Background: an optimization exercise with open tools, aiming at small area, a short achievable clock period and few clock cycles per item. Do not read the settings as production practice. The RTL was checked by simulation tests, not by an equivalence proof against the original design.

Setup of before:
==> module mesh_hop, before the edit <==
module mesh_hop (
    input  logic        clock,
    input  logic        rst,
    input  logic        add0,
    input  logic [15:0] m0,
    input  logic        add1,
    input  logic [15:0] m1,
    input  logic        add2,
    input  logic [15:0] m2,
    input  logic        add3,
    input  logic [15:0] m3,
    input  logic        in_valid,
    input  logic [15:0] in_data,
    output logic        in_credit,
    output logic        out_valid,
    output logic [15:0] out_data,
    input  logic        out_credit
);
    logic        in_v;
    logic [15:0] in_d;
    logic [15:0] w;
    logic        move;
    logic [15:0] q [3];
    logic [2:0]  qv;
    logic [3:0]  sink_cnt;    
    logic        pop;
    logic [15:0] a_in, b_in, c_in;
    logic        a_v, b_v, c_v;
    logic [15:0] a_d, b_d, c_d;
    logic        credit_q;
    mesh_pipe u_op0 (.add(add0), .m(m0), .x(in_data), .y(w));
    assign pop  = qv[0] && (sink_cnt[0] || out_credit);
    assign move = in_v && (!qv[2] || pop);
    always_ff @(posedge clock) begin
        if (in_valid) begin
            in_d <= w;
        end
    end
    always_ff @(posedge clock) begin
        if (rst) begin
            in_v     <= 1'b0;
            qv       <= '0;
            sink_cnt <= 4'b1111;
            credit_q <= 1'b0;
        end else begin
            in_v <= in_valid || (in_v && !move);
            case ({move, pop})
                2'b10:   qv <= {qv[1:0], 1'b1};
                2'b01:   qv <= {1'b0, qv[2:1]};
                default: qv <= qv;
            endcase
            case ({out_credit, pop})
                2'b10:   sink_cnt <= {sink_cnt[2:0], 1'b1};
                2'b01:   sink_cnt <= {1'b0, sink_cnt[3:1]};
                default: sink_cnt <= sink_cnt;
            endcase
            credit_q <= pop;
        end
    end
    always_ff @(posedge clock) begin
        for (int i = 0; i < 3; i++) begin
            if (pop) begin
                if (move && (i == 2 ? qv[2] : (qv[i] && !qv[(i < 2) ? i + 1 : i]))) begin
                    q[i] <= in_d;
                end else if (i < 2) begin
                    q[i] <= q[(i < 2) ? i + 1 : i];
                end
            end else if (move && !qv[i] && (i == 0 || qv[(i > 0) ? i - 1 : 0])) begin
                q[i] <= in_d;
            end
        end
    end
    mesh_pipe u_op1 (.add(add1), .m(m1), .x(q[0]), .y(a_in));
    mesh_pipe u_op2 (.add(add2), .m(m2), .x(a_d),  .y(b_in));
    mesh_pipe u_op3 (.add(add3), .m(m3), .x(b_d),  .y(c_in));
    always_ff @(posedge clock) begin
        a_d <= a_in;
        b_d <= b_in;
        c_d <= c_in;
        if (rst) begin
            a_v <= 1'b0;
            b_v <= 1'b0;
            c_v <= 1'b0;
        end else begin
            a_v <= pop;
            b_v <= a_v;
            c_v <= b_v;
        end
    end
    assign out_valid = c_v;
    assign out_data  = c_d;
    assign in_credit = credit_q;
endmodule
export LEC_CHECK = 0
export CAP_MARGIN = 20
export CORE_MARGIN = 2
export CORE_UTILIZATION = 55
export CTS_CLUSTER_DIAMETER = 100
export CTS_CLUSTER_SIZE = 30
export PLACE_DENSITY = 0.65
export SETUP_SLACK_MARGIN = 2.2
export SLEW_MARGIN = 20
create_clock -name core_clock -period 4.5 [get_ports {clock}]
standard.sh (not shown) runs the stock make flow with config.mk's settings and CLKGATE_MAP_FILE= SYNTH_SCRIPT=/design/flow/synth_recipe.tcl, a recipe that flattens the netlist after the stock synthesis.
==> flow/flow/run.sh <==
#!/bin/bash
# The standard layout, with two changes to how it is made:
#  - the buffer that every input and output port gets is a plain buf_2
#    (the default pick is a slow delay cell);
#  - clock tree synthesis clusters more sinks per buffer and adds no dummy loads.
# Each tool's full output stays in orfs/logs; make's own output goes to standard.log.
set -euo pipefail
export BUFFER_PORTS_ARGS="-buffer_cell sky130_fd_sc_hd__buf_2"
export CTS_ARGS="-sink_clustering_enable -repair_clock_nets -sink_clustering_size 30 -sink_clustering_max_diameter 100 -dont_use_dummy_load"
bash standard.sh > standard.log 2>&1
Testbench counts of before, summed over its fixed seeds: cycles 3,704, words 6,144.
The inputs of after differ from those of before as listed below.
--- a/flow/design.v
+++ b/flow/design.v
@@ -44,9 +44,8 @@
     logic        in_v;
     logic [15:0] in_d;
     logic [15:0] w;
-    logic        move;
-    logic [15:0] q [3];
-    logic [2:0]  qv;
+    logic [15:0] q [4];
+    logic [3:0]  qv;
     logic [3:0]  sink_cnt;    
     logic        pop;
     logic [15:0] a_in, b_in, c_in;
@@ -54,24 +53,24 @@
     logic [15:0] a_d, b_d, c_d;
     logic        credit_q;
     mesh_pipe u_op0 (.add(add0), .m(m0), .x(in_data), .y(w));
-    assign pop  = qv[0] && (sink_cnt[0] || out_credit);
-    assign move = in_v && (!qv[2] || pop);
     always_ff @(posedge clock) begin
-        if (in_valid) begin
-            in_d <= w;
+        in_d <= w;
+        if (rst) begin
+            in_v <= 1'b0;
+        end else begin
+            in_v <= in_valid;
         end
     end
+    assign pop = qv[0] && (sink_cnt[0] || out_credit);
     always_ff @(posedge clock) begin
         if (rst) begin
-            in_v     <= 1'b0;
             qv       <= '0;
             sink_cnt <= 4'b1111;
             credit_q <= 1'b0;
         end else begin
-            in_v <= in_valid || (in_v && !move);
-            case ({move, pop})
-                2'b10:   qv <= {qv[1:0], 1'b1};
-                2'b01:   qv <= {1'b0, qv[2:1]};
+            case ({in_v, pop})
+                2'b10:   qv <= {qv[2:0], 1'b1};
+                2'b01:   qv <= {1'b0, qv[3:1]};
                 default: qv <= qv;
             endcase
             case ({out_credit, pop})
@@ -83,14 +82,14 @@
         end
     end
     always_ff @(posedge clock) begin
-        for (int i = 0; i < 3; i++) begin
+        for (int i = 0; i < 4; i++) begin
             if (pop) begin
-                if (move && (i == 2 ? qv[2] : (qv[i] && !qv[(i < 2) ? i + 1 : i]))) begin
+                if (in_v && (i == 3 ? qv[3] : (qv[i] && !qv[i+1]))) begin
                     q[i] <= in_d;
-                end else if (i < 2) begin
-                    q[i] <= q[(i < 2) ? i + 1 : i];
+                end else if (i < 3) begin
+                    q[i] <= q[(i < 3) ? i + 1 : i];
                 end
-            end else if (move && !qv[i] && (i == 0 || qv[(i > 0) ? i - 1 : 0])) begin
+            end else if (in_v && !qv[i] && (i == 0 || qv[(i > 0) ? i - 1 : 0])) begin
                 q[i] <= in_d;
             end
         end
after has completed all stages; timing, DRC and antenna checks passed. From before to after the numbers moved as follows: maximum number of pins on one net before global-route repair has decreased, hold slack roughly the same. after vs before — placed wire-length estimate dropped slightly. Number of standard-cell rows in the floorplan, after and before: larger value in after. after vs. before: wire length went up by 2.5%; relative slew slack was more or less identical; post-route standard cell area excluding fillers went up by 4.1%.
Testbench counts of after, summed over its fixed seeds: cycles 3,704, words 6,144.

## afterwards: timing with drivers on the ports
No port has a modelled driver above. Below, the same layouts with a new extraction and two added sets of constraints.
Step 1 assumes that a clkbuf_16 drives the clock port and a buf_2 every other input.
Step 2 times the ports against the registers' clock, not the clock port: input delays grow and output delays shrink by t, the midpoint of the rising clock arrivals with the driver on.
Three values: ideal ports, drivers, drivers and shift; two values: the first two.
run	t, ns	setup slack, ns	worst setup path at the end	latest minus earliest clock arrival (ns)
before	0.549	2.261 / 2.261 / 1.863	input to register	0.060 / 0.060
after	0.549	2.222 / 2.222 / 1.830	input to register	0.066 / 0.066
After both steps setup and hold are still met in every run listed. For before, which loses most, drivers alone change the setup slack by 0.000 ns; drivers and shift together by -0.398 ns.
